From an optimization exercise on the open Yosys and OpenROAD flow, aimed at small area, a short achievable clock period and few clock cycles; shortcuts taken in it are not production practice. RTL that was checked went through simulation tests only; none was proved equivalent to the original. The RTL of run 2 was laid out without a check of its function. No activity file was given, so power comes from the tool's default toggle rates.

## flow/design.v (module list and top-level ports; edited modules follow where they fit)
// module alu_mc: 497 lines
// module alu_fa: 10 lines
// module alu_ha: 9 lines
// module alu_mux64: 8 lines
// module alu_zero64: 12 lines
// module alu_pfx64: 17 lines
// module alu_pfx64_l0: 135 lines
// module alu_pfx64_l1: 135 lines
// module alu_pfx64_l2: 135 lines
// module alu_pfx64_l3: 135 lines
// module alu_pfx64_l4: 135 lines
// module alu_pfx64_l5: 135 lines
module alu_mc #(
  parameter int WIDTH = 64
) (
  input  logic             clk,
  input  logic             rst_n,
  input  logic             in_valid,
  output logic             in_ready,
  input  logic [WIDTH-1:0] A,
  input  logic [WIDTH-1:0] B,
  input  logic [4:0]       FS,
  input  logic             C0,
  output logic             out_valid,
  input  logic             out_ready,
  output logic [WIDTH-1:0] F,
  output logic [3:0]       status,
  output logic             busy
);
  // ...
==> flow/flow/run.sh <==
#!/bin/bash
# Standard ORFS layout, except that the port buffers are plain buf_2 cells
# rather than the delay buffers buffer_ports picks by default.
set -euo pipefail
bash standard.sh "BUFFER_PORTS_ARGS=-buffer_cell sky130_fd_sc_hd__buf_2" finish > standard_flow.log 2>&1
==> flow/standard.sh <==
#!/bin/bash
# synth_recipe.tcl (not shown) runs the flow's synth.tcl, then flattens the netlist and writes it again
# the make line also repeats each setting of config.mk as NAME=value (left out here)
make -C /OpenROAD-flow-scripts/flow DESIGN_CONFIG=/design/flow/config.mk WORK_HOME=/design/flow/orfs CLKGATE_MAP_FILE= SYNTH_SCRIPT=/design/flow/synth_recipe.tcl "${@:-finish}"
==> flow/config.mk <==
export PLATFORM = sky130hd
export DESIGN_NAME = alu_mc
export DESIGN_NICKNAME = alu_mc
export VERILOG_FILES = /design/flow/design.v
export SDC_FILE = /design/flow/constraint.sdc
export NUM_CORES = 4
export LEC_CHECK = 0
export CAP_MARGIN = 20
export CORE_MARGIN = 2
export CORE_UTILIZATION = 55
export SETUP_SLACK_MARGIN = 3.0
export SLEW_MARGIN = 20
export SYNTH_HIERARCHICAL = 1
==> flow/constraint.sdc <==
create_clock -name core_clock -period 6.5 [get_ports {clk}]
set_input_delay 1.3000 -clock core_clock [delete_from_list [all_inputs] [get_ports {clk}]]
set_output_delay 1.3000 -clock core_clock [all_outputs]
set_load 0.01 [all_outputs]
==> flow_summary_export.csv, run 1 <==
group,metric,value,unit
layout,layout.nets,5089,
run_status,status,"no timing/DRC/antenna violations",
synthesis,avgSynthCellArea,8.000,um2
grt,grt.overflow.total,0,
clock_network,cts_tree,"done",
layout,multi_input_area_share,64.65,%
clock_network,cts_buffers,36,
critical_path,endpoint_kind,"flip-flop",
synthesis,synth_area,0.03566,mm2
critical_path,timing.rr.end,"cw_reg[21]",
sta,finalHoldViolCount,0,
critical_path,reg2reg_from,"r_reg[6]",
power,powerSeq,2.11,mW
layout,final_util,67.72,%
power,sw_frac_of_total,43.75,%
clock_network,clk_pin_slew,0.07,ns
place,placed_cells,5142,
floorplan,start_util,55.51,%
grt,use_met3,7.473,%
sta,tightest_slew,1.024,ns
layout,seq_area,0.006654,mm2
floorplan,die_h,258.6,um
sta,setup_tns,0,ns
min_path,min_from,"cnt_reg[0]",
layout,area_share_nonclk_buffers,10.72,%
drt,wl_per_cell,28.74,um
layout,layout_common_cells,"nand2_1 (522), inv_1 (461), nor2_1 (425)",
critical_path,crit_top_cell,"a221o_1",
critical_path,worstPathRequired,6.83,ns
critical_path,path_buf_inv,5,
critical_path,crit_type,"in -> reg",
clock_network,postCtsSetupBuffers,119,
power,powerComb,5.16,mW
drt,vias_per_cell,6.736,
synthesis,synth_nets,4984,
drt,wl_met1,56.77,mm
min_path,hp-class,"reg -> reg",
Testbench counts, summed over its fixed seeds: cycles 5,376.
==> module alu_mc, before the edit <==
module alu_mc #(
  parameter int WIDTH = 64
) (
  input  logic             clk,
  input  logic             rst_n,
  input  logic             in_valid,
  output logic             in_ready,
  input  logic [WIDTH-1:0] A,
  input  logic [WIDTH-1:0] B,
  input  logic [4:0]       FS,
  input  logic             C0,
  output logic             out_valid,
  input  logic             out_ready,
  output logic [WIDTH-1:0] F,
  output logic [3:0]       status,
  output logic             busy
);
  localparam int K  = 8;         
  localparam int SW = 56;        
  logic          busy_reg, valid_reg;
  logic [3:0]    cnt_reg;
  logic          accept, op_is_mul, mul_last;
  logic [63:0]   a_reg;            
  logic [63:0]   r_reg;            
  logic [SW-1:0] sw_reg, cw_reg;   
  logic [K-1:0]  xq_reg, yq_reg;   
  logic          zq_reg;           
  logic [1:0]    cr_reg;           
  logic          bprev_reg;        
  logic          v_reg, c_reg;
  assign in_ready  = rst_n & ~busy_reg & (~valid_reg | out_ready);
  assign out_valid = valid_reg;
  assign busy      = busy_reg;
  assign F         = r_reg;
  logic          r_zero;
  alu_zero64 u_zero (.x(r_reg), .z(r_zero));
  assign status    = {v_reg, c_reg, r_reg[63], r_zero};
  assign accept    = in_valid & in_ready;
  assign op_is_mul = (FS[4:2] == 3'b110);
  assign mul_last  = (cnt_reg == 4'd8);
  logic [63:0] a_op, b_op;
  logic [63:0] ag, ap, aco;
  logic [64:0] sum;
  logic        alu_v, alu_c;
  assign a_op = FS[1] ? ~A : A;
  assign b_op = FS[0] ? ~B : B;
  assign ag   = {a_op[63:1] & b_op[63:1], (a_op[0] & b_op[0]) | ((a_op[0] ^ b_op[0]) & C0)};
  assign ap   = a_op ^ b_op;
  alu_pfx64 u_add (.g(ag), .p(ap), .co(aco));
  assign sum  = {aco[63], ap[63:1] ^ aco[62:0], ap[0] ^ C0};
  logic [63:0] sh_in, sh_out, shr;
  always_comb begin
    for (int i = 0; i < 64; i++) sh_in[i] = FS[2] ? A[63-i] : A[i];
    sh_out = sh_in << B[5:0];
    for (int i = 0; i < 64; i++) shr[i] = sh_out[63-i];
  end
  logic [63:0] rest, r_next;
  logic        sel_sum;
  always_comb begin
    if (busy_reg) rest = {lo[K-1:0], r_reg[63:K]};
    else begin
      case (FS[4:2])
        3'b000:  rest = a_op & b_op;
        3'b001:  rest = a_op | b_op;
        3'b011:  rest = a_op ^ b_op;
        3'b100:  rest = sh_out;
        3'b101:  rest = shr;
        3'b110:  rest = B;           
        default: rest = '0;          
      endcase
    end
  end
  assign sel_sum = ~busy_reg & (FS[4:2] == 3'b010);
  alu_mux64 u_rmux (.a(sum[63:0]), .b(rest), .s(sel_sum), .y(r_next));
  assign alu_c = sel_sum & sum[64];
  assign alu_v = sel_sum & ~(a_op[63] ^ b_op[63]) & (sum[63] ^ a_op[63]);
  logic [K:0]    mb;
  logic [3:0]     bone, btwo, bneg;
  logic [63:0]   pp [0:3];
  assign mb = {r_reg[K-1:0], bprev_reg};
  always_comb begin
    for (int m = 0; m < 4; m++) begin
      bone[m] = mb[2*m+1] ^ mb[2*m];
      btwo[m] = (mb[2*m+2] & ~mb[2*m+1] & ~mb[2*m]) | (~mb[2*m+2] & mb[2*m+1] & mb[2*m]);
      bneg[m] = mb[2*m+2];
      pp[m] = ((a_reg & {64{bone[m]}}) | ({a_reg[62:0], 1'b0} & {64{btwo[m]}})) ^ {64{bneg[m]}};
    end
  end
  logic [63:0]   xr, yr;           
  logic [K+1:0]  lo;               
  wire [SW-1:0]  sw = sw_reg;
  wire [SW-1:0]  cw = cw_reg;
  wire t1, t2, t3, t4, t5, t6, t7, t8, t9, t10, t11, t12, t13, t14, t15, t16, t17, t18, t19, t20, t21, t22, t23, t24, t25, t26, t27, t28, t29, t30, t31, t32, t33, t34, t35, t36, t37, t38, t39, t40, t41, t42, t43, t44, t45, t46, t47, t48, t49, t50, t51, t52, t53, t54, t55, t56, t57, t58, t59, t60, t61, t62, t63, t64, t65, t66, t67, t68, t69, t70, t71, t72, t73, t74, t75, t76, t77, t78, t79, t80, t81, t82, t83, t84, t85, t86, t87, t88, t89, t90, t91, t92, t93, t94, t95, t96, t97, t98, t99, t100, t101, t102, t103, t104, t105, t106, t107, t108, t109, t110, t111, t112, t113, t114, t115, t116, t117, t118, t119, t120, t121, t122, t123, t124, t125, t126, t127, t128, t129, t130, t131, t132, t133, t134, t135, t136, t137, t138, t139, t140, t141, t142, t143, t144, t145, t146, t147, t148, t149, t150, t151, t152, t153, t154, t155, t156, t157, t158, t159, t160, t161, t162, t163, t164, t165, t166, t167, t168, t169, t170, t171, t172, t173, t174, t175, t176, t177, t178, t179, t180, t181, t182, t183, t184, t185, t186, t187, t188, t189, t190, t191, t192, t193, t194, t195, t196, t197, t198, t199, t200, t201, t202, t203, t204, t205, t206, t207, t208, t209, t210, t211, t212, t213, t214, t215, t216, t217, t218, t219, t220, t221, t222, t223, t224, t225, t226, t227, t228, t229, t230, t231, t232, t233, t234, t235, t236, t237, t238, t239, t240, t241, t242, t243, t244, t245, t246, t247, t248, t249, t250, t251, t252, t253, t254, t255, t256, t257, t258, t259, t260, t261, t262, t263, t264, t265, t266, t267, t268, t269, t270, t271, t272, t273, t274, t275, t276, t277, t278, t279, t280, t281, t282, t283, t284, t285, t286, t287, t288, t289, t290, t291, t292, t293, t294, t295, t296, t297, t298, t299, t300, t301, t302, t303, t304, t305, t306, t307, t308, t309, t310, t311, t312, t313, t314, t315, t316, t317, t318, t319, t320, t321, t322, t323, t324, t325, t326, t327, t328, t329, t330, t331, t332, t333, t334, t335, t336, t337, t338, t339, t340, t341, t342, t343, t344, t345, t346, t347, t348, t349, t350, t351, t352, t353, t354, t355, t356, t357, t358, t359, t360, t361, t362, t363, t364, t365, t366, t367, t368, t369, t370, t371, t372, t373, t374, t375, t376, t377, t378, t379, t380, t381, t382, t383, t384, t385, t386, t387, t388, t389, t390, t391, t392, t393, t394, t395, t396, t397, t398, t399, t400, t401, t402, t403, t404, t405, t406, t407, t408, t409, t410, t411, t412, t413, t414, t415, t416, t417, t418, t419, t420, t421, t422, t423, t424, t425, t426, t427, t428, t429, t430, t431, t432, t433, t434, t435, t436, t437, t438, t439, t440, t441, t442, t443, t444, t445, t446, t447, t448, t449, t450, t451, t452, t453, t454, t455, t456, t457, t458, t459, t460, t461, t462, t463, t464, t465, t466, t467, t468, t469, t470, t471, t472, t473, t474, t475, t476, t477, t478, t479, t480, t481, t482, t483, t484;
  alu_ha ut1 (.a(sw[2]), .b(cw[2]), .s(t1), .co(t2));
  alu_ha ut3 (.a(sw[3]), .b(cw[3]), .s(t3), .co(t4));
  alu_fa ut5 (.a(sw[4]), .b(cw[4]), .c(bneg[2]), .s(t5), .co(t6));
  alu_ha ut7 (.a(pp[0][4]), .b(pp[1][2]), .s(t7), .co(t8));
  alu_fa ut9 (.a(sw[5]), .b(cw[5]), .c(pp[0][5]), .s(t9), .co(t10));
  alu_ha ut11 (.a(pp[1][3]), .b(pp[2][1]), .s(t11), .co(t12));
  alu_fa ut13 (.a(sw[6]), .b(cw[6]), .c(pp[0][6]), .s(t13), .co(t14));
  alu_fa ut15 (.a(pp[1][4]), .b(pp[2][2]), .c(pp[3][0]), .s(t15), .co(t16));
  alu_fa ut17 (.a(sw[7]), .b(cw[7]), .c(pp[0][7]), .s(t17), .co(t18));
  alu_fa ut19 (.a(pp[1][5]), .b(pp[2][3]), .c(pp[3][1]), .s(t19), .co(t20));
  alu_fa ut21 (.a(sw[8]), .b(cw[8]), .c(pp[0][8]), .s(t21), .co(t22));
  alu_fa ut23 (.a(pp[1][6]), .b(pp[2][4]), .c(pp[3][2]), .s(t23), .co(t24));
  alu_fa ut25 (.a(sw[9]), .b(cw[9]), .c(pp[0][9]), .s(t25), .co(t26));
  alu_fa ut27 (.a(pp[1][7]), .b(pp[2][5]), .c(pp[3][3]), .s(t27), .co(t28));
  alu_fa ut29 (.a(sw[10]), .b(cw[10]), .c(pp[0][10]), .s(t29), .co(t30));
  alu_fa ut31 (.a(pp[1][8]), .b(pp[2][6]), .c(pp[3][4]), .s(t31), .co(t32));
  alu_fa ut33 (.a(sw[11]), .b(cw[11]), .c(pp[0][11]), .s(t33), .co(t34));
  alu_fa ut35 (.a(pp[1][9]), .b(pp[2][7]), .c(pp[3][5]), .s(t35), .co(t36));
  alu_fa ut37 (.a(sw[12]), .b(cw[12]), .c(pp[0][12]), .s(t37), .co(t38));
  alu_fa ut39 (.a(pp[1][10]), .b(pp[2][8]), .c(pp[3][6]), .s(t39), .co(t40));
  alu_fa ut41 (.a(sw[13]), .b(cw[13]), .c(pp[0][13]), .s(t41), .co(t42));
  alu_fa ut43 (.a(pp[1][11]), .b(pp[2][9]), .c(pp[3][7]), .s(t43), .co(t44));
  alu_fa ut45 (.a(sw[14]), .b(cw[14]), .c(pp[0][14]), .s(t45), .co(t46));
  alu_fa ut47 (.a(pp[1][12]), .b(pp[2][10]), .c(pp[3][8]), .s(t47), .co(t48));
  alu_fa ut49 (.a(sw[15]), .b(cw[15]), .c(pp[0][15]), .s(t49), .co(t50));
  alu_fa ut51 (.a(pp[1][13]), .b(pp[2][11]), .c(pp[3][9]), .s(t51), .co(t52));
  alu_fa ut53 (.a(sw[16]), .b(cw[16]), .c(pp[0][16]), .s(t53), .co(t54));
  alu_fa ut55 (.a(pp[1][14]), .b(pp[2][12]), .c(pp[3][10]), .s(t55), .co(t56));
  alu_fa ut57 (.a(sw[17]), .b(cw[17]), .c(pp[0][17]), .s(t57), .co(t58));
  alu_fa ut59 (.a(pp[1][15]), .b(pp[2][13]), .c(pp[3][11]), .s(t59), .co(t60));
  alu_fa ut61 (.a(sw[18]), .b(cw[18]), .c(pp[0][18]), .s(t61), .co(t62));
  alu_fa ut63 (.a(pp[1][16]), .b(pp[2][14]), .c(pp[3][12]), .s(t63), .co(t64));
  alu_fa ut65 (.a(sw[19]), .b(cw[19]), .c(pp[0][19]), .s(t65), .co(t66));
  alu_fa ut67 (.a(pp[1][17]), .b(pp[2][15]), .c(pp[3][13]), .s(t67), .co(t68));
  alu_fa ut69 (.a(sw[20]), .b(cw[20]), .c(pp[0][20]), .s(t69), .co(t70));
  alu_fa ut71 (.a(pp[1][18]), .b(pp[2][16]), .c(pp[3][14]), .s(t71), .co(t72));
  alu_fa ut73 (.a(sw[21]), .b(cw[21]), .c(pp[0][21]), .s(t73), .co(t74));
  alu_fa ut75 (.a(pp[1][19]), .b(pp[2][17]), .c(pp[3][15]), .s(t75), .co(t76));
  alu_fa ut77 (.a(sw[22]), .b(cw[22]), .c(pp[0][22]), .s(t77), .co(t78));
  alu_fa ut79 (.a(pp[1][20]), .b(pp[2][18]), .c(pp[3][16]), .s(t79), .co(t80));
  alu_fa ut81 (.a(sw[23]), .b(cw[23]), .c(pp[0][23]), .s(t81), .co(t82));
  alu_fa ut83 (.a(pp[1][21]), .b(pp[2][19]), .c(pp[3][17]), .s(t83), .co(t84));
  alu_fa ut85 (.a(sw[24]), .b(cw[24]), .c(pp[0][24]), .s(t85), .co(t86));
  alu_fa ut87 (.a(pp[1][22]), .b(pp[2][20]), .c(pp[3][18]), .s(t87), .co(t88));
  alu_fa ut89 (.a(sw[25]), .b(cw[25]), .c(pp[0][25]), .s(t89), .co(t90));
  alu_fa ut91 (.a(pp[1][23]), .b(pp[2][21]), .c(pp[3][19]), .s(t91), .co(t92));
  alu_fa ut93 (.a(sw[26]), .b(cw[26]), .c(pp[0][26]), .s(t93), .co(t94));
  alu_fa ut95 (.a(pp[1][24]), .b(pp[2][22]), .c(pp[3][20]), .s(t95), .co(t96));
  alu_fa ut97 (.a(sw[27]), .b(cw[27]), .c(pp[0][27]), .s(t97), .co(t98));
  alu_fa ut99 (.a(pp[1][25]), .b(pp[2][23]), .c(pp[3][21]), .s(t99), .co(t100));
  alu_fa ut101 (.a(sw[28]), .b(cw[28]), .c(pp[0][28]), .s(t101), .co(t102));
  alu_fa ut103 (.a(pp[1][26]), .b(pp[2][24]), .c(pp[3][22]), .s(t103), .co(t104));
  alu_fa ut105 (.a(sw[29]), .b(cw[29]), .c(pp[0][29]), .s(t105), .co(t106));
  alu_fa ut107 (.a(pp[1][27]), .b(pp[2][25]), .c(pp[3][23]), .s(t107), .co(t108));
  alu_fa ut109 (.a(sw[30]), .b(cw[30]), .c(pp[0][30]), .s(t109), .co(t110));
  alu_fa ut111 (.a(pp[1][28]), .b(pp[2][26]), .c(pp[3][24]), .s(t111), .co(t112));
  alu_fa ut113 (.a(sw[31]), .b(cw[31]), .c(pp[0][31]), .s(t113), .co(t114));
  alu_fa ut115 (.a(pp[1][29]), .b(pp[2][27]), .c(pp[3][25]), .s(t115), .co(t116));
  alu_fa ut117 (.a(sw[32]), .b(cw[32]), .c(pp[0][32]), .s(t117), .co(t118));
  alu_fa ut119 (.a(pp[1][30]), .b(pp[2][28]), .c(pp[3][26]), .s(t119), .co(t120));
  alu_fa ut121 (.a(sw[33]), .b(cw[33]), .c(pp[0][33]), .s(t121), .co(t122));
  alu_fa ut123 (.a(pp[1][31]), .b(pp[2][29]), .c(pp[3][27]), .s(t123), .co(t124));
  alu_fa ut125 (.a(sw[34]), .b(cw[34]), .c(pp[0][34]), .s(t125), .co(t126));
  alu_fa ut127 (.a(pp[1][32]), .b(pp[2][30]), .c(pp[3][28]), .s(t127), .co(t128));
  alu_fa ut129 (.a(sw[35]), .b(cw[35]), .c(pp[0][35]), .s(t129), .co(t130));
  alu_fa ut131 (.a(pp[1][33]), .b(pp[2][31]), .c(pp[3][29]), .s(t131), .co(t132));
  alu_fa ut133 (.a(sw[36]), .b(cw[36]), .c(pp[0][36]), .s(t133), .co(t134));
  alu_fa ut135 (.a(pp[1][34]), .b(pp[2][32]), .c(pp[3][30]), .s(t135), .co(t136));
  alu_fa ut137 (.a(sw[37]), .b(cw[37]), .c(pp[0][37]), .s(t137), .co(t138));
  alu_fa ut139 (.a(pp[1][35]), .b(pp[2][33]), .c(pp[3][31]), .s(t139), .co(t140));
  alu_fa ut141 (.a(sw[38]), .b(cw[38]), .c(pp[0][38]), .s(t141), .co(t142));
  alu_fa ut143 (.a(pp[1][36]), .b(pp[2][34]), .c(pp[3][32]), .s(t143), .co(t144));
  alu_fa ut145 (.a(sw[39]), .b(cw[39]), .c(pp[0][39]), .s(t145), .co(t146));
  alu_fa ut147 (.a(pp[1][37]), .b(pp[2][35]), .c(pp[3][33]), .s(t147), .co(t148));
  alu_fa ut149 (.a(sw[40]), .b(cw[40]), .c(pp[0][40]), .s(t149), .co(t150));
  alu_fa ut151 (.a(pp[1][38]), .b(pp[2][36]), .c(pp[3][34]), .s(t151), .co(t152));
  alu_fa ut153 (.a(sw[41]), .b(cw[41]), .c(pp[0][41]), .s(t153), .co(t154));
  alu_fa ut155 (.a(pp[1][39]), .b(pp[2][37]), .c(pp[3][35]), .s(t155), .co(t156));
  alu_fa ut157 (.a(sw[42]), .b(cw[42]), .c(pp[0][42]), .s(t157), .co(t158));
  alu_fa ut159 (.a(pp[1][40]), .b(pp[2][38]), .c(pp[3][36]), .s(t159), .co(t160));
  alu_fa ut161 (.a(sw[43]), .b(cw[43]), .c(pp[0][43]), .s(t161), .co(t162));
  alu_fa ut163 (.a(pp[1][41]), .b(pp[2][39]), .c(pp[3][37]), .s(t163), .co(t164));
  alu_fa ut165 (.a(sw[44]), .b(cw[44]), .c(pp[0][44]), .s(t165), .co(t166));
  alu_fa ut167 (.a(pp[1][42]), .b(pp[2][40]), .c(pp[3][38]), .s(t167), .co(t168));
  alu_fa ut169 (.a(sw[45]), .b(cw[45]), .c(pp[0][45]), .s(t169), .co(t170));
  alu_fa ut171 (.a(pp[1][43]), .b(pp[2][41]), .c(pp[3][39]), .s(t171), .co(t172));
  alu_fa ut173 (.a(sw[46]), .b(cw[46]), .c(pp[0][46]), .s(t173), .co(t174));
  alu_fa ut175 (.a(pp[1][44]), .b(pp[2][42]), .c(pp[3][40]), .s(t175), .co(t176));
  alu_fa ut177 (.a(sw[47]), .b(cw[47]), .c(pp[0][47]), .s(t177), .co(t178));
  alu_fa ut179 (.a(pp[1][45]), .b(pp[2][43]), .c(pp[3][41]), .s(t179), .co(t180));
  alu_fa ut181 (.a(sw[48]), .b(cw[48]), .c(pp[0][48]), .s(t181), .co(t182));
  alu_fa ut183 (.a(pp[1][46]), .b(pp[2][44]), .c(pp[3][42]), .s(t183), .co(t184));
  alu_fa ut185 (.a(sw[49]), .b(cw[49]), .c(pp[0][49]), .s(t185), .co(t186));
  alu_fa ut187 (.a(pp[1][47]), .b(pp[2][45]), .c(pp[3][43]), .s(t187), .co(t188));
  alu_fa ut189 (.a(sw[50]), .b(cw[50]), .c(pp[0][50]), .s(t189), .co(t190));
  alu_fa ut191 (.a(pp[1][48]), .b(pp[2][46]), .c(pp[3][44]), .s(t191), .co(t192));
  alu_fa ut193 (.a(sw[51]), .b(cw[51]), .c(pp[0][51]), .s(t193), .co(t194));
  alu_fa ut195 (.a(pp[1][49]), .b(pp[2][47]), .c(pp[3][45]), .s(t195), .co(t196));
  alu_fa ut197 (.a(sw[52]), .b(cw[52]), .c(pp[0][52]), .s(t197), .co(t198));
  alu_fa ut199 (.a(pp[1][50]), .b(pp[2][48]), .c(pp[3][46]), .s(t199), .co(t200));
  alu_fa ut201 (.a(sw[53]), .b(cw[53]), .c(pp[0][53]), .s(t201), .co(t202));
  alu_fa ut203 (.a(pp[1][51]), .b(pp[2][49]), .c(pp[3][47]), .s(t203), .co(t204));
  alu_fa ut205 (.a(sw[54]), .b(cw[54]), .c(pp[0][54]), .s(t205), .co(t206));
  alu_fa ut207 (.a(pp[1][52]), .b(pp[2][50]), .c(pp[3][48]), .s(t207), .co(t208));
  alu_fa ut209 (.a(sw[55]), .b(cw[55]), .c(pp[0][55]), .s(t209), .co(t210));
  alu_fa ut211 (.a(pp[1][53]), .b(pp[2][51]), .c(pp[3][49]), .s(t211), .co(t212));
  alu_fa ut213 (.a(pp[0][56]), .b(pp[1][54]), .c(pp[2][52]), .s(t213), .co(t214));
  alu_ha ut215 (.a(pp[0][57]), .b(pp[1][55]), .s(t215), .co(t216));
  alu_ha ut217 (.a(pp[0][58]), .b(pp[1][56]), .s(t217), .co(t218));
  alu_ha ut219 (.a(pp[0][59]), .b(pp[1][57]), .s(t219), .co(t220));
  alu_ha ut221 (.a(pp[0][60]), .b(pp[1][58]), .s(t221), .co(t222));
  alu_ha ut223 (.a(pp[0][61]), .b(pp[1][59]), .s(t223), .co(t224));
  alu_ha ut225 (.a(pp[0][62]), .b(pp[1][60]), .s(t225), .co(t226));
  alu_ha ut227 (.a(pp[0][63]), .b(pp[1][61]), .s(t227), .co(t228));
  alu_ha ut229 (.a(sw[0]), .b(cw[0]), .s(t229), .co(t230));
  alu_ha ut231 (.a(sw[1]), .b(cw[1]), .s(t231), .co(t232));
  alu_fa ut233 (.a(t1), .b(bneg[1]), .c(pp[0][2]), .s(t233), .co(t234));
  alu_fa ut235 (.a(t2), .b(t3), .c(pp[0][3]), .s(t235), .co(t236));
  alu_fa ut237 (.a(t4), .b(pp[2][0]), .c(t5), .s(t237), .co(t238));
  alu_fa ut239 (.a(t6), .b(t8), .c(t11), .s(t239), .co(t240));
  alu_fa ut241 (.a(t12), .b(t10), .c(t13), .s(t241), .co(t242));
  alu_fa ut243 (.a(t14), .b(t16), .c(t17), .s(t243), .co(t244));
  alu_fa ut245 (.a(t18), .b(t20), .c(t21), .s(t245), .co(t246));
  alu_fa ut247 (.a(t22), .b(t24), .c(t25), .s(t247), .co(t248));
  alu_fa ut249 (.a(t26), .b(t28), .c(t29), .s(t249), .co(t250));
  alu_fa ut251 (.a(t30), .b(t32), .c(t33), .s(t251), .co(t252));
  alu_fa ut253 (.a(t34), .b(t36), .c(t37), .s(t253), .co(t254));
  alu_fa ut255 (.a(t38), .b(t40), .c(t41), .s(t255), .co(t256));
  alu_fa ut257 (.a(t42), .b(t44), .c(t45), .s(t257), .co(t258));
  alu_fa ut259 (.a(t46), .b(t48), .c(t49), .s(t259), .co(t260));
  alu_fa ut261 (.a(t50), .b(t52), .c(t53), .s(t261), .co(t262));
  alu_fa ut263 (.a(t54), .b(t56), .c(t57), .s(t263), .co(t264));
  alu_fa ut265 (.a(t58), .b(t60), .c(t61), .s(t265), .co(t266));
  alu_fa ut267 (.a(t62), .b(t64), .c(t65), .s(t267), .co(t268));
  alu_fa ut269 (.a(t66), .b(t68), .c(t69), .s(t269), .co(t270));
  alu_fa ut271 (.a(t70), .b(t72), .c(t73), .s(t271), .co(t272));
  alu_fa ut273 (.a(t74), .b(t76), .c(t77), .s(t273), .co(t274));
  alu_fa ut275 (.a(t78), .b(t80), .c(t81), .s(t275), .co(t276));
  alu_fa ut277 (.a(t82), .b(t84), .c(t85), .s(t277), .co(t278));
  alu_fa ut279 (.a(t86), .b(t88), .c(t89), .s(t279), .co(t280));
  alu_fa ut281 (.a(t90), .b(t92), .c(t93), .s(t281), .co(t282));
  alu_fa ut283 (.a(t94), .b(t96), .c(t97), .s(t283), .co(t284));
  alu_fa ut285 (.a(t98), .b(t100), .c(t101), .s(t285), .co(t286));
  alu_fa ut287 (.a(t102), .b(t104), .c(t105), .s(t287), .co(t288));
  alu_fa ut289 (.a(t106), .b(t108), .c(t109), .s(t289), .co(t290));
  alu_fa ut291 (.a(t110), .b(t112), .c(t113), .s(t291), .co(t292));
  alu_fa ut293 (.a(t114), .b(t116), .c(t117), .s(t293), .co(t294));
  alu_fa ut295 (.a(t118), .b(t120), .c(t121), .s(t295), .co(t296));
  alu_fa ut297 (.a(t122), .b(t124), .c(t125), .s(t297), .co(t298));
  alu_fa ut299 (.a(t126), .b(t128), .c(t129), .s(t299), .co(t300));
  alu_fa ut301 (.a(t130), .b(t132), .c(t133), .s(t301), .co(t302));
  alu_fa ut303 (.a(t134), .b(t136), .c(t137), .s(t303), .co(t304));
  alu_fa ut305 (.a(t138), .b(t140), .c(t141), .s(t305), .co(t306));
  alu_fa ut307 (.a(t142), .b(t144), .c(t145), .s(t307), .co(t308));
  alu_fa ut309 (.a(t146), .b(t148), .c(t149), .s(t309), .co(t310));
  alu_fa ut311 (.a(t150), .b(t152), .c(t153), .s(t311), .co(t312));
  alu_fa ut313 (.a(t154), .b(t156), .c(t157), .s(t313), .co(t314));
  alu_fa ut315 (.a(t158), .b(t160), .c(t161), .s(t315), .co(t316));
  alu_fa ut317 (.a(t162), .b(t164), .c(t165), .s(t317), .co(t318));
  alu_fa ut319 (.a(t166), .b(t168), .c(t169), .s(t319), .co(t320));
  alu_fa ut321 (.a(t170), .b(t172), .c(t173), .s(t321), .co(t322));
  alu_fa ut323 (.a(t174), .b(t176), .c(t177), .s(t323), .co(t324));
  alu_fa ut325 (.a(t178), .b(t180), .c(t181), .s(t325), .co(t326));
  alu_fa ut327 (.a(t182), .b(t184), .c(t185), .s(t327), .co(t328));
  alu_fa ut329 (.a(t186), .b(t188), .c(t189), .s(t329), .co(t330));
  alu_fa ut331 (.a(t190), .b(t192), .c(t193), .s(t331), .co(t332));
  alu_fa ut333 (.a(t194), .b(t196), .c(t197), .s(t333), .co(t334));
  alu_fa ut335 (.a(t198), .b(t200), .c(t201), .s(t335), .co(t336));
  alu_fa ut337 (.a(t202), .b(t204), .c(t205), .s(t337), .co(t338));
  alu_fa ut339 (.a(t206), .b(t208), .c(t209), .s(t339), .co(t340));
  alu_fa ut341 (.a(pp[3][50]), .b(t210), .c(t212), .s(t341), .co(t342));
  alu_fa ut343 (.a(pp[2][53]), .b(pp[3][51]), .c(t215), .s(t343), .co(t344));
  alu_fa ut345 (.a(pp[2][54]), .b(pp[3][52]), .c(t216), .s(t345), .co(t346));
  alu_fa ut347 (.a(pp[2][55]), .b(pp[3][53]), .c(t218), .s(t347), .co(t348));
  alu_fa ut349 (.a(pp[2][56]), .b(pp[3][54]), .c(t220), .s(t349), .co(t350));
  alu_fa ut351 (.a(pp[2][57]), .b(pp[3][55]), .c(t222), .s(t351), .co(t352));
  alu_fa ut353 (.a(pp[2][58]), .b(pp[3][56]), .c(t224), .s(t353), .co(t354));
  alu_fa ut355 (.a(pp[2][59]), .b(pp[3][57]), .c(t226), .s(t355), .co(t356));
  alu_ha ut357 (.a(t229), .b(bneg[0]), .s(t357), .co(t358));
  alu_fa ut359 (.a(t230), .b(t231), .c(pp[0][1]), .s(t359), .co(t360));
  alu_fa ut361 (.a(t232), .b(pp[1][0]), .c(t233), .s(t361), .co(t362));
  alu_fa ut363 (.a(pp[1][1]), .b(t234), .c(t235), .s(t363), .co(t364));
  alu_fa ut365 (.a(t7), .b(t236), .c(t237), .s(t365), .co(t366));
  alu_fa ut367 (.a(t9), .b(t238), .c(t239), .s(t367), .co(t368));
  alu_fa ut369 (.a(t15), .b(t240), .c(t241), .s(t369), .co(t370));
  alu_fa ut371 (.a(t19), .b(t242), .c(t243), .s(t371), .co(t372));
  alu_fa ut373 (.a(t23), .b(t244), .c(t245), .s(t373), .co(t374));
  alu_fa ut375 (.a(t27), .b(t246), .c(t247), .s(t375), .co(t376));
  alu_fa ut377 (.a(t31), .b(t248), .c(t249), .s(t377), .co(t378));
  alu_fa ut379 (.a(t35), .b(t250), .c(t251), .s(t379), .co(t380));
  alu_fa ut381 (.a(t39), .b(t252), .c(t253), .s(t381), .co(t382));
  alu_fa ut383 (.a(t43), .b(t254), .c(t255), .s(t383), .co(t384));
  alu_fa ut385 (.a(t47), .b(t256), .c(t257), .s(t385), .co(t386));
  alu_fa ut387 (.a(t51), .b(t258), .c(t259), .s(t387), .co(t388));
  alu_fa ut389 (.a(t55), .b(t260), .c(t261), .s(t389), .co(t390));
  alu_fa ut391 (.a(t59), .b(t262), .c(t263), .s(t391), .co(t392));
  alu_fa ut393 (.a(t63), .b(t264), .c(t265), .s(t393), .co(t394));
  alu_fa ut395 (.a(t67), .b(t266), .c(t267), .s(t395), .co(t396));
  alu_fa ut397 (.a(t71), .b(t268), .c(t269), .s(t397), .co(t398));
  alu_fa ut399 (.a(t75), .b(t270), .c(t271), .s(t399), .co(t400));
  alu_fa ut401 (.a(t79), .b(t272), .c(t273), .s(t401), .co(t402));
  alu_fa ut403 (.a(t83), .b(t274), .c(t275), .s(t403), .co(t404));
  alu_fa ut405 (.a(t87), .b(t276), .c(t277), .s(t405), .co(t406));
  alu_fa ut407 (.a(t91), .b(t278), .c(t279), .s(t407), .co(t408));
  alu_fa ut409 (.a(t95), .b(t280), .c(t281), .s(t409), .co(t410));
  alu_fa ut411 (.a(t99), .b(t282), .c(t283), .s(t411), .co(t412));
  alu_fa ut413 (.a(t103), .b(t284), .c(t285), .s(t413), .co(t414));
  alu_fa ut415 (.a(t107), .b(t286), .c(t287), .s(t415), .co(t416));
  alu_fa ut417 (.a(t111), .b(t288), .c(t289), .s(t417), .co(t418));
  alu_fa ut419 (.a(t115), .b(t290), .c(t291), .s(t419), .co(t420));
  alu_fa ut421 (.a(t119), .b(t292), .c(t293), .s(t421), .co(t422));
  alu_fa ut423 (.a(t123), .b(t294), .c(t295), .s(t423), .co(t424));
  alu_fa ut425 (.a(t127), .b(t296), .c(t297), .s(t425), .co(t426));
  alu_fa ut427 (.a(t131), .b(t298), .c(t299), .s(t427), .co(t428));
  alu_fa ut429 (.a(t135), .b(t300), .c(t301), .s(t429), .co(t430));
  alu_fa ut431 (.a(t139), .b(t302), .c(t303), .s(t431), .co(t432));
  alu_fa ut433 (.a(t143), .b(t304), .c(t305), .s(t433), .co(t434));
  alu_fa ut435 (.a(t147), .b(t306), .c(t307), .s(t435), .co(t436));
  alu_fa ut437 (.a(t151), .b(t308), .c(t309), .s(t437), .co(t438));
  alu_fa ut439 (.a(t155), .b(t310), .c(t311), .s(t439), .co(t440));
  alu_fa ut441 (.a(t159), .b(t312), .c(t313), .s(t441), .co(t442));
  alu_fa ut443 (.a(t163), .b(t314), .c(t315), .s(t443), .co(t444));
  alu_fa ut445 (.a(t167), .b(t316), .c(t317), .s(t445), .co(t446));
  alu_fa ut447 (.a(t171), .b(t318), .c(t319), .s(t447), .co(t448));
  alu_fa ut449 (.a(t175), .b(t320), .c(t321), .s(t449), .co(t450));
  alu_fa ut451 (.a(t179), .b(t322), .c(t323), .s(t451), .co(t452));
  alu_fa ut453 (.a(t183), .b(t324), .c(t325), .s(t453), .co(t454));
  alu_fa ut455 (.a(t187), .b(t326), .c(t327), .s(t455), .co(t456));
  alu_fa ut457 (.a(t191), .b(t328), .c(t329), .s(t457), .co(t458));
  alu_fa ut459 (.a(t195), .b(t330), .c(t331), .s(t459), .co(t460));
  alu_fa ut461 (.a(t199), .b(t332), .c(t333), .s(t461), .co(t462));
  alu_fa ut463 (.a(t203), .b(t334), .c(t335), .s(t463), .co(t464));
  alu_fa ut465 (.a(t207), .b(t336), .c(t337), .s(t465), .co(t466));
  alu_fa ut467 (.a(t211), .b(t338), .c(t339), .s(t467), .co(t468));
  alu_fa ut469 (.a(t213), .b(t340), .c(t341), .s(t469), .co(t470));
  alu_fa ut471 (.a(t214), .b(t343), .c(t342), .s(t471), .co(t472));
  alu_fa ut473 (.a(t217), .b(t344), .c(t345), .s(t473), .co(t474));
  alu_fa ut475 (.a(t219), .b(t346), .c(t347), .s(t475), .co(t476));
  alu_fa ut477 (.a(t221), .b(t348), .c(t349), .s(t477), .co(t478));
  alu_fa ut479 (.a(t223), .b(t350), .c(t351), .s(t479), .co(t480));
  alu_fa ut481 (.a(t225), .b(t352), .c(t353), .s(t481), .co(t482));
  alu_fa ut483 (.a(t227), .b(t354), .c(t355), .s(t483), .co(t484));
  assign xr[0] = t357;
  assign yr[0] = pp[0][0];
  assign xr[1] = t358;
  assign yr[1] = t359;
  assign xr[2] = t360;
  assign yr[2] = t361;
  assign xr[3] = t362;
  assign yr[3] = t363;
  assign xr[4] = t364;
  assign yr[4] = t365;
  assign xr[5] = t366;
  assign yr[5] = t367;
  assign xr[6] = t368;
  assign yr[6] = t369;
  assign xr[7] = t370;
  assign yr[7] = t371;
  assign xr[8] = t372;
  assign yr[8] = t373;
  assign xr[9] = t374;
  assign yr[9] = t375;
  assign xr[10] = t376;
  assign yr[10] = t377;
  assign xr[11] = t378;
  assign yr[11] = t379;
  assign xr[12] = t380;
  assign yr[12] = t381;
  assign xr[13] = t382;
  assign yr[13] = t383;
  assign xr[14] = t384;
  assign yr[14] = t385;
  assign xr[15] = t386;
  assign yr[15] = t387;
  assign xr[16] = t388;
  assign yr[16] = t389;
  assign xr[17] = t390;
  assign yr[17] = t391;
  assign xr[18] = t392;
  assign yr[18] = t393;
  assign xr[19] = t394;
  assign yr[19] = t395;
  assign xr[20] = t396;
  assign yr[20] = t397;
  assign xr[21] = t398;
  assign yr[21] = t399;
  assign xr[22] = t400;
  assign yr[22] = t401;
  assign xr[23] = t402;
  assign yr[23] = t403;
  assign xr[24] = t404;
  assign yr[24] = t405;
  assign xr[25] = t406;
  assign yr[25] = t407;
  assign xr[26] = t408;
  assign yr[26] = t409;
  assign xr[27] = t410;
  assign yr[27] = t411;
  assign xr[28] = t412;
  assign yr[28] = t413;
  assign xr[29] = t414;
  assign yr[29] = t415;
  assign xr[30] = t416;
  assign yr[30] = t417;
  assign xr[31] = t418;
  assign yr[31] = t419;
  assign xr[32] = t420;
  assign yr[32] = t421;
  assign xr[33] = t422;
  assign yr[33] = t423;
  assign xr[34] = t424;
  assign yr[34] = t425;
  assign xr[35] = t426;
  assign yr[35] = t427;
  assign xr[36] = t428;
  assign yr[36] = t429;
  assign xr[37] = t430;
  assign yr[37] = t431;
  assign xr[38] = t432;
  assign yr[38] = t433;
  assign xr[39] = t434;
  assign yr[39] = t435;
  assign xr[40] = t436;
  assign yr[40] = t437;
  assign xr[41] = t438;
  assign yr[41] = t439;
  assign xr[42] = t440;
  assign yr[42] = t441;
  assign xr[43] = t442;
  assign yr[43] = t443;
  assign xr[44] = t444;
  assign yr[44] = t445;
  assign xr[45] = t446;
  assign yr[45] = t447;
  assign xr[46] = t448;
  assign yr[46] = t449;
  assign xr[47] = t450;
  assign yr[47] = t451;
  assign xr[48] = t452;
  assign yr[48] = t453;
  assign xr[49] = t454;
  assign yr[49] = t455;
  assign xr[50] = t456;
  assign yr[50] = t457;
  assign xr[51] = t458;
  assign yr[51] = t459;
  assign xr[52] = t460;
  assign yr[52] = t461;
  assign xr[53] = t462;
  assign yr[53] = t463;
  assign xr[54] = t464;
  assign yr[54] = t465;
  assign xr[55] = t466;
  assign yr[55] = t467;
  assign xr[56] = t468;
  assign yr[56] = t469;
  assign xr[57] = t470;
  assign yr[57] = t471;
  assign xr[58] = t472;
  assign yr[58] = t473;
  assign xr[59] = t474;
  assign yr[59] = t475;
  assign xr[60] = t476;
  assign yr[60] = t477;
  assign xr[61] = t478;
  assign yr[61] = t479;
  assign xr[62] = t480;
  assign yr[62] = t481;
  assign xr[63] = t482;
  assign yr[63] = t483;
  assign lo = {2'b0, xq_reg} + {2'b0, yq_reg} + {3'b0, zq_reg, 6'b0} + {8'b0, cr_reg};
  always_ff @(posedge clk) begin
    if (!rst_n) begin
      busy_reg  <= 1'b0;
      valid_reg <= 1'b0;
    end else if (accept) begin
      busy_reg  <= op_is_mul;
      valid_reg <= ~op_is_mul;
    end else if (busy_reg) begin
      if (mul_last) begin
        busy_reg  <= 1'b0;
        valid_reg <= 1'b1;
      end
    end else if (out_ready) begin
      valid_reg <= 1'b0;
    end
  end
  always_ff @(posedge clk) begin
    cnt_reg   <= busy_reg ? cnt_reg + 1'b1 : '0;
    sw_reg    <= busy_reg ? xr[63:K] : '0;
    cw_reg    <= busy_reg ? yr[63:K] : '0;
    xq_reg    <= busy_reg ? xr[K-1:0] : '0;
    yq_reg    <= busy_reg ? yr[K-1:0] : '0;
    zq_reg    <= busy_reg & bneg[3];
    cr_reg    <= busy_reg ? lo[K+1:K] : 2'b00;
    bprev_reg <= busy_reg & r_reg[K-1];
    if (!busy_reg) a_reg <= A;
    if (accept | busy_reg) r_reg <= r_next;
    if (accept) begin
      v_reg <= alu_v;
      c_reg <= alu_c;
    end
  end
endmodule
==> run 2: changes to the inputs <==
--- a/flow/design.v
+++ b/flow/design.v
@@ -32,13 +32,11 @@
   assign out_valid = valid_reg;
   assign busy      = busy_reg;
   assign F         = r_reg;
-  logic          r_zero;
-  alu_zero64 u_zero (.x(r_reg), .z(r_zero));
-  assign status    = {v_reg, c_reg, r_reg[63], r_zero};
+  assign status    = {v_reg, c_reg, r_reg[63], ~|r_reg};
   assign accept    = in_valid & in_ready;
   assign op_is_mul = (FS[4:2] == 3'b110);
   assign mul_last  = (cnt_reg == 4'd8);
-  logic [63:0] a_op, b_op;
+  logic [63:0] a_op, b_op, alu_res;
   logic [63:0] ag, ap, aco;
   logic [64:0] sum;
   logic        alu_v, alu_c;
@@ -54,26 +52,25 @@
     sh_out = sh_in << B[5:0];
     for (int i = 0; i < 64; i++) shr[i] = sh_out[63-i];
   end
-  logic [63:0] rest, r_next;
-  logic        sel_sum;
   always_comb begin
-    if (busy_reg) rest = {lo[K-1:0], r_reg[63:K]};
-    else begin
-      case (FS[4:2])
-        3'b000:  rest = a_op & b_op;
-        3'b001:  rest = a_op | b_op;
-        3'b011:  rest = a_op ^ b_op;
-        3'b100:  rest = sh_out;
-        3'b101:  rest = shr;
-        3'b110:  rest = B;           
-        default: rest = '0;          
-      endcase
-    end
+    alu_res = '0;
+    alu_v   = 1'b0;
+    alu_c   = 1'b0;
+    case (FS[4:2])
+      3'b000: alu_res = a_op & b_op;
+      3'b001: alu_res = a_op | b_op;
+      3'b010: begin
+        alu_res = sum[63:0];
+        alu_c   = sum[64];
+        alu_v   = ~(a_op[63] ^ b_op[63]) & (sum[63] ^ a_op[63]);
+      end
+      3'b011: alu_res = a_op ^ b_op;
+      3'b100: alu_res = sh_out;
+      3'b101: alu_res = shr;
+      3'b110: alu_res = B;           
+      default: alu_res = '0;
+    endcase
   end
-  assign sel_sum = ~busy_reg & (FS[4:2] == 3'b010);
-  alu_mux64 u_rmux (.a(sum[63:0]), .b(rest), .s(sel_sum), .y(r_next));
-  assign alu_c = sel_sum & sum[64];
-  assign alu_v = sel_sum & ~(a_op[63] ^ b_op[63]) & (sum[63] ^ a_op[63]);
   logic [K:0]    mb;
   logic [3:0]     bone, btwo, bneg;
   logic [63:0]   pp [0:3];
@@ -488,10 +485,12 @@
     cr_reg    <= busy_reg ? lo[K+1:K] : 2'b00;
     bprev_reg <= busy_reg & r_reg[K-1];
     if (!busy_reg) a_reg <= A;
-    if (accept | busy_reg) r_reg <= r_next;
     if (accept) begin
+      r_reg <= alu_res;
       v_reg <= alu_v;
       c_reg <= alu_c;
+    end else if (busy_reg) begin
+      r_reg <= {lo[K-1:0], r_reg[63:K]};
     end
   end
 endmodule
@@ -514,26 +513,6 @@
   assign s  = a ^ b;
   assign co = a & b;
 endmodule
-module alu_mux64 (
-  input  logic [63:0] a,
-  input  logic [63:0] b,
-  input  logic        s,
-  output logic [63:0] y
-);
-  assign y = s ? a : b;
-endmodule
-module alu_zero64 (
-  input  logic [63:0] x,
-  output logic        z
-);
-  logic [15:0] n1;
-  logic [3:0]  n2;
-  always_comb begin
-    for (int i = 0; i < 16; i++) n1[i] = ~|x[4*i +: 4];
-    for (int j = 0; j < 4; j++) n2[j] = ~&n1[4*j +: 4];
-    z = ~|n2;
-  end
-endmodule
 module alu_pfx64 (
   input  logic [63:0] g,
   input  logic [63:0] p,
--- a/flow/config.mk
+++ b/flow/config.mk
@@ -7,7 +7,7 @@
 export LEC_CHECK = 0
 export CAP_MARGIN = 20
 export CORE_MARGIN = 2
-export CORE_UTILIZATION = 55
+export CORE_UTILIZATION = 40
 export SETUP_SLACK_MARGIN = 3.0
 export SLEW_MARGIN = 20
 export SYNTH_HIERARCHICAL = 1
==> run 2 against run 1 <==
Net effect:
- clock power rose by 7%
- hold slack worse by 0.015 ns
- combinational power is essentially flat
- critical path type unchanged
- largest cell class unchanged
==> flow_summary_export.csv, run 2 <==
group,metric,value,unit
grt,grt.busiest_layer,"met2",
critical_path,cp-start-kind,"primary input",
grt,grt_pass1_vias,35370,
sta,fin_skew,0.02610,ns
critical_path,crit_top_cell,"a21oi_4",
critical_path,cp_max_fo,5,
place,hpwl,114.8,mm
synthesis,synth_nets,5067,
layout,area_delta_synth_final,28.01,%
grt,met2_usage,57.74,%
critical_path,path_buf_inv,4,
critical_path,endpoint_kind,"flip-flop",
critical_path,r2r_slack,2.96,ns
critical_path,cp.depth,17,
power,powerDensity,208.3,mW/mm2
floorplan,core_region_area,0.08824,mm2
run_status,status,"no timing/DRC/antenna violations",
clock_network,clk_pin_slew,0.06,ns
drt,ant_nets,0,
sta,tightest_slew,1.350,ns
power,ir_worst_vdd,0.1525,mV
synthesis,synth_area,0.03552,mm2
clock_network,cts_buffer_depth,3,
layout,finalNonFillerCells,5889,
min_path,min_path_cells,1,
floorplan,die_h,302.0,um
critical_path,path_cells,"buf_16 > xnor2_4 > inv_2 > fa_2 > a21oi_4 > o21ai_4 > a21oi_4 > o21ai_4 > a21oi_4 > buf_4 > buf_6 > o21ai_1 > nand2b_1 > xnor2_1 > a222oi_1 > a21oi_1 > a221o_1",
sta,setup_tns,0,ns
sta,rsz0062_at_grt,"yes",
layout,layout_commonest_cell,"nand2_1",
power,internal_power,5.339,mW
grt,grt_pass1_wl,250.2,mm
critical_path,timing.rr.end,"cw_reg[24]",
critical_path,cp_slowest_cell,"a222oi_1",
critical_path,crit_family,"compound AO/OA/AOI/OAI gates",
drt,routed_wl,183.0,mm
floorplan,start_util,40.25,%
grt,use_met3,7.304,%
min_path,hp-class,"reg -> reg",
power,p_seq_share,21.8,%
critical_path,crit_type,"in -> reg",
floorplan,rows,109,
critical_path,worstPathRequired,6.85,ns
grt,grt.overflow.total,0,
sta,setup_viol,0,
min_path,min_to,"cnt_reg[0]",
sta,finalMaxSlewViolations,0,
power,p_clk_share,23.9,%
sta,period_needed,4.230,ns
critical_path,cpPeakStageDelay,0.61,ns
power,combPwrFrac,54.4,%
synthesis,yosys_warnings,14,
place,placed_cells,5569,
sta,finalHoldViolCount,0,
sta,fmax,236.4,MHz
critical_path,reg2regPathDepth,13,
layout,layout.nets,5218,
grt,antenna_found_initial,8,
synthesis,avgSynthCellArea,7.823,um2
critical_path,reg2reg_from,"r_reg[0]",
floorplan,ioPinCount,209,
floorplan,die_w,302.0,um
clock_network,cts_tree,"done",
grt,grtUsageMet1,45.82,%
place,place_congestion,1.019,
power,sw_frac_of_total,43.63,%
drt,drc,0,
clock_network,hold_buffers,0,
synthesis,synthCells,4540,
clock_network,cts_buffers,37,
floorplan,dieArea,0.09119,mm2
drt,vias_per_cell,6.463,
layout,layout_common_cells,"nand2_1 (543), inv_1 (490), nor2_1 (427)",
sta,relSlewSlack,9.998,%
drt,vias,38060,
grt,grt_util_all_layers,37.42,%
sta,min_period_over_period,65.08,%
power,power.net_switching,4.131,mW
grt,grt_max_degree,102,
clock_network,root_buffer,"clkbuf_16",
clock_network,cts_max_level,2,
layout,drive_gt1_share,26.76,%
clock_network,clock_sinks,267,
place,io_buffers,208,
drt,dr.pass1.iters,9,
sta,holdWs,0.4668,ns
job,maxCapViolations,0,
clock_network,clk-insertion-delay-late,0.59,ns
drt,wl_per_cell,31.08,um
critical_path,worstPathArrival,4.58,ns
power,leakagePower,19.16,nW
drt,drt-initial-drc-count,5607,
min_path,min_from,"cnt_reg[0]",
run 2: routing by layer:
| metal | wire, um | part of all wire [%] |
|---|---|---|
| met5 | 37 | 0.020 |
| met1 | 64750 | 35 |
| met4 | 19310 | 11 |
| met3 | 19490 | 11 |
| met2 | 79460 | 43 |
run 2: cell type report:
cell class / instances / area [um2]
fill: 8166 / 42770
multi-input combinational: 3322 / 28980
sequential: 267 / 6654
timing repair buffer: 548 / 5104
inverter: 514 / 1954
tap: 1165 / 1458
clock buffer: 51 / 1090
clock inverter: 17 / 212.7
antenna: 4 / 10.01
timing repair inverter: 1 / 5.005
run 2: timing repair:
action | in CTS | in global routing
buffers inserted | 134 | 62
pin swaps | 120 | 149
endpoints found under the setup margin | 184 | 158
gates resized for setup | 546 | 267
gates cloned | 31 | 21
run 2: stage by stage:
| step | cell area, um2 | util (%) | setup slack [ns] | total power, mW |
|---|---|---|---|---|
| global placement | 37270 | 42.24 | 0.8094 | 5.988 |
| floorplan | 35710 | - | 1.762 | 4.642 |
| global route | 45460 | 51.52 | 2.206 | 9.840 |
| finish | 45470 | 51.53 | 2.270 | 9.470 |
| detailed placement | 37270 | 42.24 | 0.7069 | 5.996 |
| CTS | 43160 | 48.92 | 2.358 | 8.926 |
run 2: worst max path at each step:
| stage | start | to |
|---|---|---|
| after CTS | FS[1] | r_reg[46] |
| after global placement | FS[1] | r_reg[46] |
| after detailed placement | FS[1] | r_reg[46] |
| after floorplan | B[0] | r_reg[38] |
| final | FS[1] | r_reg[49] |
| after global routing | FS[1] | r_reg[38] |
run 2: power by group through the flow:
stage | Sequential (mW) | Combinational (mW) | Clock (mW)
2_1_floorplan | 1.94 | 2.70 | 0
3_3_place_gp | 2.09 | 3.90 | 0
5_1_grt | 2.07 | 5.45 | 2.32
3_5_place_dp | 2.09 | 3.91 | 0
6_report | 2.06 | 5.15 | 2.26
4_1_cts | 2.04 | 4.61 | 2.27

## port drivers added, routing unchanged
The flow's constraints put no driver on any port. The routed layouts listed below were extracted and timed again, unchanged, in two steps. Step 1: set_driving_cell puts a clkbuf_16 on clk and a buf_2 on each other input, an assumption about the parent block. Step 2 adds t to the input delays and takes it off the output delays; t is the mean of the earliest and latest rising clock arrival at the registers after step 1. Input paths then give back, and output paths get back, about the clock's delay inside the block. Slacks: no drivers / after step 1 / after step 2; pairs: no drivers / after step 1.
run	t, ns	setup WS [ns]	worst hold slack (ns)	slew at the worst register clock pin (ns)	worst slew at a driven data input, ns
run 1	0.642	2.651 / 2.464 / 1.822	0.482 / 0.482 / 0.482	0.07 / 0.07	0.36
run 2	0.653	2.270 / 2.056 / 1.402	0.467 / 0.467 / 0.467	0.07 / 0.07	0.36
After both steps setup and hold are still met in every run listed. The setup slack of run 2, which loses most, moves by -0.214 ns with the drivers and by -0.868 ns with both steps.
